This design comes from an exercise in tuning for small area on the open sky130 flow, not from production work.
Where RTL was checked, it was by simulation tests only, not by an equivalence proof against the original.
No activity file was given, so power comes from the tool's default toggle rates.

## middle
==> flow/design.v <==
package firPkg;
    typedef logic signed [17:0] sampleT;    
    localparam logic [107:0] InitCoef0 = {
        18'h01111, 18'h03333, 18'h0999a, 18'h26667, 18'h19999, 18'h06666
    };
    localparam logic [89:0] InitCoef1 = {
        18'h3c000, 18'h10000, 18'h09999, 18'h06666, 18'h03333
    };
endpackage
`timescale 1ns/10ps
module firChannel #(
    parameter int          N        = 6,
    parameter int          Base     = 0,
    parameter logic [18*N-1:0] InitCoef = '0
) (
    input  logic        iClk,
    input  logic        iRst,
    input  logic        iChanged,
    input  logic [17:0] iData,
    input  logic        iCoefWrEn,
    input  logic [3:0]  iCoefWrAddr,
    input  logic [17:0] iCoefWrData,
    output logic        oChanged,
    output logic [17:0] oData
);
    localparam int PW = 3;           
    function automatic int tapOf(input int p);
        tapOf = (p == 0) ? 0 : N - p;
    endfunction
    logic [PW-1:0] ph;           
    logic [17:0]   coefQ [N];
    logic [17:0]   sampQ [N];
    logic          togQ;         
    logic          busy;         
    logic          act;          
    logic [3:0]    rnd;          
    logic          fin;          
    logic [2:0]    vcnt;         
    logic [21:0]   acc;          
    logic          newS;
    logic          go;
    logic          endRnd;
    logic          lastPh;
    assign newS   = iChanged ^ togQ;
    assign lastPh = (ph == PW'(N - 1));
    assign go     = busy & (act | (ph == '0));
    assign endRnd = go & lastPh;
    logic [17:0] wdHi;
    logic [17:0] wdLo;
    assign wdHi = iCoefWrData | {18{iRst}};
    assign wdLo = iCoefWrData & ~{18{iRst}};
    always_ff @(posedge iClk or posedge iRst) begin
        if (iRst)
            ph <= '0;
        else
            ph <= lastPh ? '0 : ph + 1'b1;
    end
    for (genvar i = 0; i < N; i++) begin : gCoef
        logic        we;
        logic [17:0] wd;
        logic [17:0] initV;
        assign initV = InitCoef[18*tapOf(i) +: 18];
        assign wd = (initV & wdHi) | (~initV & wdLo);
        always_comb begin
            we = iRst;
            for (int p = 0; p < N; p++)
                if (ph == PW'(p) && iCoefWrEn && iCoefWrAddr == 4'(Base + tapOf((i + p + 1) % N)))
                    we = 1'b1;
        end
        always_ff @(posedge iClk)
            coefQ[i] <= we ? wd : coefQ[(i + 1) % N];
    end
    always_ff @(posedge iClk) begin
        if (newS)
            sampQ[0] <= iData;
        else if (go)
            sampQ[0] <= {sampQ[N-1][1:0], sampQ[N-1][17:2]};
        for (int i = 1; i < N; i++)
            if (newS | go)
                sampQ[i] <= sampQ[i-1];
    end
    logic [2:0]  dig;
    logic        valid;
    logic        bOne;
    logic        bTwo;
    logic        bNeg;
    logic [3:0]  tapK;
    always_comb begin
        if (ph == '0)
            dig = {sampQ[0][1:0], sampQ[0][17]};
        else
            dig = {sampQ[0][17:16], sampQ[0][15]};
        if (rnd == 4'd0)
            dig[0] = 1'b0;
        tapK = 4'(tapOf(0));
        for (int p = 1; p < N; p++)
            if (ph == PW'(p))
                tapK = 4'(tapOf(p));
        valid = ({1'b0, vcnt} > tapK);
        bOne = valid & (dig[1] ^ dig[0]);
        bTwo = valid & ((dig[2] & ~dig[1] & ~dig[0]) | (~dig[2] & dig[1] & dig[0]));
        bNeg = valid & dig[2];
    end
    logic [21:0] mag;
    logic [21:0] bx;
    logic [21:0] accIn;
    logic [21:0] sum;
    logic        cy;
    logic        cy0;
    logic        cy1;
    logic [10:0] hi0;
    logic [10:0] hi1;
    always_comb begin
        mag = '0;
        if (bOne)
            mag = {{4{coefQ[0][17]}}, coefQ[0]};
        else if (bTwo)
            mag = {{3{coefQ[0][17]}}, coefQ[0], 1'b0};
        bx = mag ^ {22{bNeg}};
        if (ph != '0)
            accIn = acc;
        else if (act)
            accIn = {{2{acc[21]}}, acc[21:2]};
        else
            accIn = '0;
        cy = bNeg;
        for (int i = 0; i < 11; i++) begin
            sum[i] = accIn[i] ^ bx[i] ^ cy;
            cy = (accIn[i] & bx[i]) | (accIn[i] & cy) | (bx[i] & cy);
        end
        cy0 = 1'b0;
        cy1 = 1'b1;
        for (int i = 11; i < 22; i++) begin
            hi0[i-11] = accIn[i] ^ bx[i] ^ cy0;
            cy0 = (accIn[i] & bx[i]) | (accIn[i] & cy0) | (bx[i] & cy0);
            hi1[i-11] = accIn[i] ^ bx[i] ^ cy1;
            cy1 = (accIn[i] & bx[i]) | (accIn[i] & cy1) | (bx[i] & cy1);
        end
        sum[21:11] = cy ? hi1 : hi0;
    end
    always_ff @(posedge iClk)
        acc[21:18] <= sum[21:18];
    always_ff @(posedge iClk or posedge iRst) begin
        if (iRst)
            acc[17:0] <= '0;
        else if (go)
            acc[17:0] <= sum[17:0];
    end
    always_ff @(posedge iClk or posedge iRst) begin
        if (iRst) begin
            togQ <= 1'b0;
            busy <= 1'b0;
            act <= 1'b0;
            rnd <= '0;
            fin <= 1'b0;
            oChanged <= 1'b0;
            vcnt <= '0;
        end else begin
            togQ <= iChanged;
            fin <= 1'b0;
            if (newS) begin
                busy <= 1'b1;
                if (vcnt != 3'(N))
                    vcnt <= vcnt + 1'b1;
            end
            if (go)
                act <= 1'b1;
            if (endRnd) begin
                rnd <= rnd + 1'b1;
                if (rnd == 4'd8) begin
                    busy <= 1'b0;
                    act <= 1'b0;
                    rnd <= '0;
                    fin <= 1'b1;
                end
            end
            if (fin)
                oChanged <= ~oChanged;
        end
    end
    assign oData = acc[17:0];
endmodule
`timescale 1ns/10ps
module firEngine (
    input  logic           iClk,
    input  logic           iRst,
    input  logic           iData0Changed,    
    input  firPkg::sampleT iData0,
    input  logic           iData1Changed,
    input  firPkg::sampleT iData1,
    input  logic           iCoefWrEn,
    input  logic [3:0]     iCoefWrAddr,
    input  firPkg::sampleT iCoefWrData,
    output logic           oData0Changed,    
    output firPkg::sampleT oData0,
    output logic           oData1Changed,
    output firPkg::sampleT oData1
);
    firChannel #(.N(6), .Base(0), .InitCoef(firPkg::InitCoef0)) uCh0 (
        .iClk, .iRst, .iChanged(iData0Changed), .iData(iData0),
        .iCoefWrEn, .iCoefWrAddr, .iCoefWrData,
        .oChanged(oData0Changed), .oData(oData0)
    );
    firChannel #(.N(5), .Base(8), .InitCoef(firPkg::InitCoef1)) uCh1 (
        .iClk, .iRst, .iChanged(iData1Changed), .iData(iData1),
        .iCoefWrEn, .iCoefWrAddr, .iCoefWrData,
        .oChanged(oData1Changed), .oData(oData1)
    );
endmodule
==> flow/config.mk <==
export PLATFORM = sky130hd
export DESIGN_NAME = firEngine
export DESIGN_NICKNAME = firEngine
export VERILOG_FILES = /design/flow/design.v
export SDC_FILE = /design/flow/constraint.sdc
export NUM_CORES = 4
export LEC_CHECK = 0
export ABC_AREA = 1
export CAP_MARGIN = 20
export CORE_MARGIN = 2
export CORE_UTILIZATION = 40
export SLEW_MARGIN = 20
==> flow/constraint.sdc <==
create_clock -name core_clock -period 8.0 [get_ports {iClk}]
set_input_delay 1.6000 -clock core_clock [delete_from_list [all_inputs] [get_ports {iClk}]]
set_output_delay 1.6000 -clock core_clock [all_outputs]
set_load 0.01 [all_outputs]
standard.sh (not shown) runs the stock make flow with config.mk's settings and CLKGATE_MAP_FILE= SYNTH_SCRIPT=/design/flow/synth_recipe.tcl, a recipe that flattens the netlist after the stock synthesis.
==> flow/flow/run.sh <==
#!/bin/bash
# Standard ORFS layout with two changes: ports are buffered with the smallest
# buffer, and clock tree synthesis adds no dummy loads. Each tool's full log is
# under orfs/logs/; the make output is in standard.log.
set -euo pipefail
export BUFFER_PORTS_ARGS="-buffer_cell sky130_fd_sc_hd__buf_1"
export CTS_ARGS="-sink_clustering_enable -repair_clock_nets -dont_use_dummy_load"
bash standard.sh > standard.log 2>&1
### middle -> north
# middle
export LEC_CHECK = 0
export ABC_AREA = 1
export CAP_MARGIN = 20
export CORE_MARGIN = 2
export CORE_UTILIZATION = 40
export SLEW_MARGIN = 20
create_clock -name core_clock -period 8.0 [get_ports {iClk}]
# north
export LEC_CHECK = 0
export CAP_MARGIN = 20
export CORE_MARGIN = 2
export CORE_UTILIZATION = 40
export SLEW_MARGIN = 20
create_clock -name core_clock -period 8.0 [get_ports {iClk}]
==> flow/run.sh (new file) <==
#!/bin/bash
# synth_recipe.tcl (not shown) runs the flow's synth.tcl, then flattens the netlist and writes it again
# the make line also repeats each setting of config.mk as NAME=value (left out here)
make -C /OpenROAD-flow-scripts/flow DESIGN_CONFIG=/design/flow/config.mk WORK_HOME=/design/flow/orfs CLKGATE_MAP_FILE= SYNTH_SCRIPT=/design/flow/synth_recipe.tcl finish
removed: flow/flow/run.sh
removed: flow/standard.sh
Notes after the runs:
Taking middle as the reference, in north number of antenna cells inserted roughly the same, buffering overhead higher.
In north, the part of the total power dissipated in combinational logic came out 2.2 points below the value in middle.
From middle to north the numbers moved as follows: synthesized cell count decreased by 214 relative to the old numbers, total of endpoints with negative setup slack in the final report was more or less identical, post-route cell area rose about 9%, clock skew -0.014 ns, number of nets in the layout now smaller.
Changes observed in north relative to middle: total power draw up 0.30 mW, final wirelength shows an increase of about 3%.
Function was not checked in any run of this note: the RTL went through the layout flow alone.

---

== try-sierra ==
Another version of the RTL of firEngine (not shown whole).
Size in the first run: about 1400 cells after synthesis, roughly 100 I/O pins, roughly 0.017 mm^2 of cells after synthesis.
==> flow/design.v (excerpt) <==
module firEngine (
    input  logic           iClk,
    input  logic           iRst,
    input  logic           iData0Changed,    
    input  firPkg::sampleT iData0,
    input  logic           iData1Changed,
    input  firPkg::sampleT iData1,
    input  logic           iCoefWrEn,
    input  logic [3:0]     iCoefWrAddr,
    input  firPkg::sampleT iCoefWrData,
    output logic           oData0Changed,    
    output firPkg::sampleT oData0,
    output logic           oData1Changed,
    output firPkg::sampleT oData1
);
export LEC_CHECK = 0
export ABC_AREA = 1
export CAP_MARGIN = 20
export CORE_MARGIN = 2
export CORE_UTILIZATION = 65
export SLEW_MARGIN = 20
create_clock -name core_clock -period 8.0 [get_ports {iClk}]
==> flow/flow/run.sh <==
#!/bin/bash
# Standard ORFS layout with these changes:
#  - ports are buffered with the smallest buffer
#  - clock tree synthesis adds no dummy loads and clusters up to 18 flip-flops
#    (within 70 um) on each leaf buffer
# Each tool's full log is under orfs/logs/; make's output is in standard.log.
set -euo pipefail
rm -rf scripts
cp -r "$FLOW_HOME/scripts" scripts
cat > scripts/abc_area.script <<'A'
strash
&get -n
&synch2
&nf -R 1000
&put
strash
&get -n
&dch -f
&nf -R 1000
&put
strash
&get -n
&synch2
&nf -R 1000
&put
strash
&get -n
&dch -f
&nf -R 1000
&put
topo
A
export SCRIPTS_DIR="$PWD/scripts"
export BUFFER_PORTS_ARGS="-buffer_cell sky130_fd_sc_hd__buf_1"
export CTS_ARGS="-sink_clustering_enable -repair_clock_nets -dont_use_dummy_load -buf_list {sky130_fd_sc_hd__clkbuf_4 sky130_fd_sc_hd__clkbuf_8} -sink_clustering_size 18 -sink_clustering_max_diameter 70"
bash standard.sh > standard.log 2>&1
Setup changes, try-sierra to try-indigo
==> flow/flow/run.sh <==
#!/bin/bash
# Standard ORFS layout with these changes:
#  - ports are buffered with the smallest buffer
#  - clock tree synthesis adds no dummy loads and clusters up to 10 flip-flops
#    (within 40 um) on each leaf buffer
# Each tool's full log is under orfs/logs/; make's output is in standard.log.
set -euo pipefail
rm -rf scripts
cp -r "$FLOW_HOME/scripts" scripts
cat > scripts/abc_area.script <<'A'
strash
&get -n
&synch2
&nf -R 1000
&put
strash
&get -n
&dch -f
&nf -R 1000
&put
strash
&get -n
&synch2
&nf -R 1000
&put
strash
&get -n
&dch -f
&nf -R 1000
&put
topo
A
export SCRIPTS_DIR="$PWD/scripts"
export BUFFER_PORTS_ARGS="-buffer_cell sky130_fd_sc_hd__buf_1"
export CTS_ARGS="-sink_clustering_enable -repair_clock_nets -dont_use_dummy_load -buf_list {sky130_fd_sc_hd__clkbuf_4} -sink_clustering_size 10 -sink_clustering_max_diameter 40"
bash standard.sh > standard.log 2>&1
Notes after the runs:
Looking at try-sierra and try-indigo, the average vias per placed instance is a wash.
Re width of the chip: no difference whatsoever between try-sierra and try-indigo.
Compared try-indigo vs try-sierra, and number of CTS-inserted buffers is up in try-indigo.
try-indigo vs. try-sierra: final worst-path setup slack has increased, area added between synthesis and finish has remained practically unchanged, wire length of the first global-routing pass has increased, total power has remained practically unchanged.
try-sierra and try-indigo ended up with nearly the same transition time of the tightest slew-check pin.
Here is what was changed in the inputs of try-delta compared with try-indigo.
==> flow/flow/run.sh <==
#!/bin/bash
# Standard ORFS layout with these changes:
#  - ports are buffered with the smallest buffer
#  - clock tree synthesis adds no dummy loads and clusters up to 18 flip-flops
#    (within 70 um) on each leaf buffer
# Each tool's full log is under orfs/logs/; make's output is in standard.log.
set -euo pipefail
rm -rf scripts
cp -r "$FLOW_HOME/scripts" scripts
cat > scripts/abc_area.script <<'A'
strash
&get -n
&synch2
&nf -R 1000
&put
topo
A
export SCRIPTS_DIR="$PWD/scripts"
export BUFFER_PORTS_ARGS="-buffer_cell sky130_fd_sc_hd__buf_1"
export CTS_ARGS="-sink_clustering_enable -repair_clock_nets -dont_use_dummy_load -buf_list {sky130_fd_sc_hd__clkbuf_4 sky130_fd_sc_hd__clkbuf_8} -sink_clustering_size 18 -sink_clustering_max_diameter 70"
bash standard.sh > standard.log 2>&1
--- outcome ---
- try-delta reports its launch point of the worst path as uCh0.ph[0] while try-indigo reports uCh0.ph[2].
- Final critical delay including setup and external delays in try-delta vs try-indigo: up 0.098 ns
- The lower area share of xor/xnor cells in the synthesized design came out of try-indigo.
- try-indigo and try-delta ended up with nearly the same relative area of clock buffers and inverters in the final design.
- From try-indigo to try-delta the numbers moved as follows: chip height shows an increase of 0.73%; power consumption shows an increase of about 0.43%; final-layout fill cell count shows a reduction of about 1.2%.
- Per the final summary, try-delta finished and its layout is clean on timing, DRC and antenna.
- Measured against each other, try-indigo and try-delta differ in sequential share of cell area, the higher figure coming from try-indigo.

## afterwards: timing with drivers on the ports
No port has a modelled driver above. Below, the same layouts with a new extraction and two added sets of constraints. Step 1 assumes that a clkbuf_16 drives the clock port and a buf_2 every other input. Step 2, shift: input delay + t, output delay - t, t = (earliest + latest rising clock arrival at the registers) / 2. This alone moves slack from input paths to output paths. Slacks: ideal ports / drivers / drivers and shift; pairs: ideal ports / drivers.
run | t, ns | setup WS [ns] | worst hold slack (ns) | latest minus earliest clock arrival (ns)
middle | 0.615 | 0.592 / 0.592 / 0.592 | 0.400 / 0.400 / 0.400 | 0.031 / 0.031
north | 0.637 | 0.193 / 0.193 / 0.193 | 0.411 / 0.411 / 0.411 | 0.018 / 0.018
try-sierra | 0.623 | 1.134 / 1.134 / 0.846 | 0.368 / 0.368 / 0.368 | 0.055 / 0.055
try-indigo | 0.728 | 1.180 / 1.180 / 0.818 | 0.388 / 0.388 / 0.388 | 0.050 / 0.049
try-delta | 0.633 | 1.082 / 1.082 / 1.082 | 0.408 / 0.408 / 0.408 | 0.025 / 0.025
After both steps every run listed still meets setup and hold. For try-indigo, which loses most, drivers alone change the setup slack by 0.000 ns; drivers and shift together by -0.362 ns.
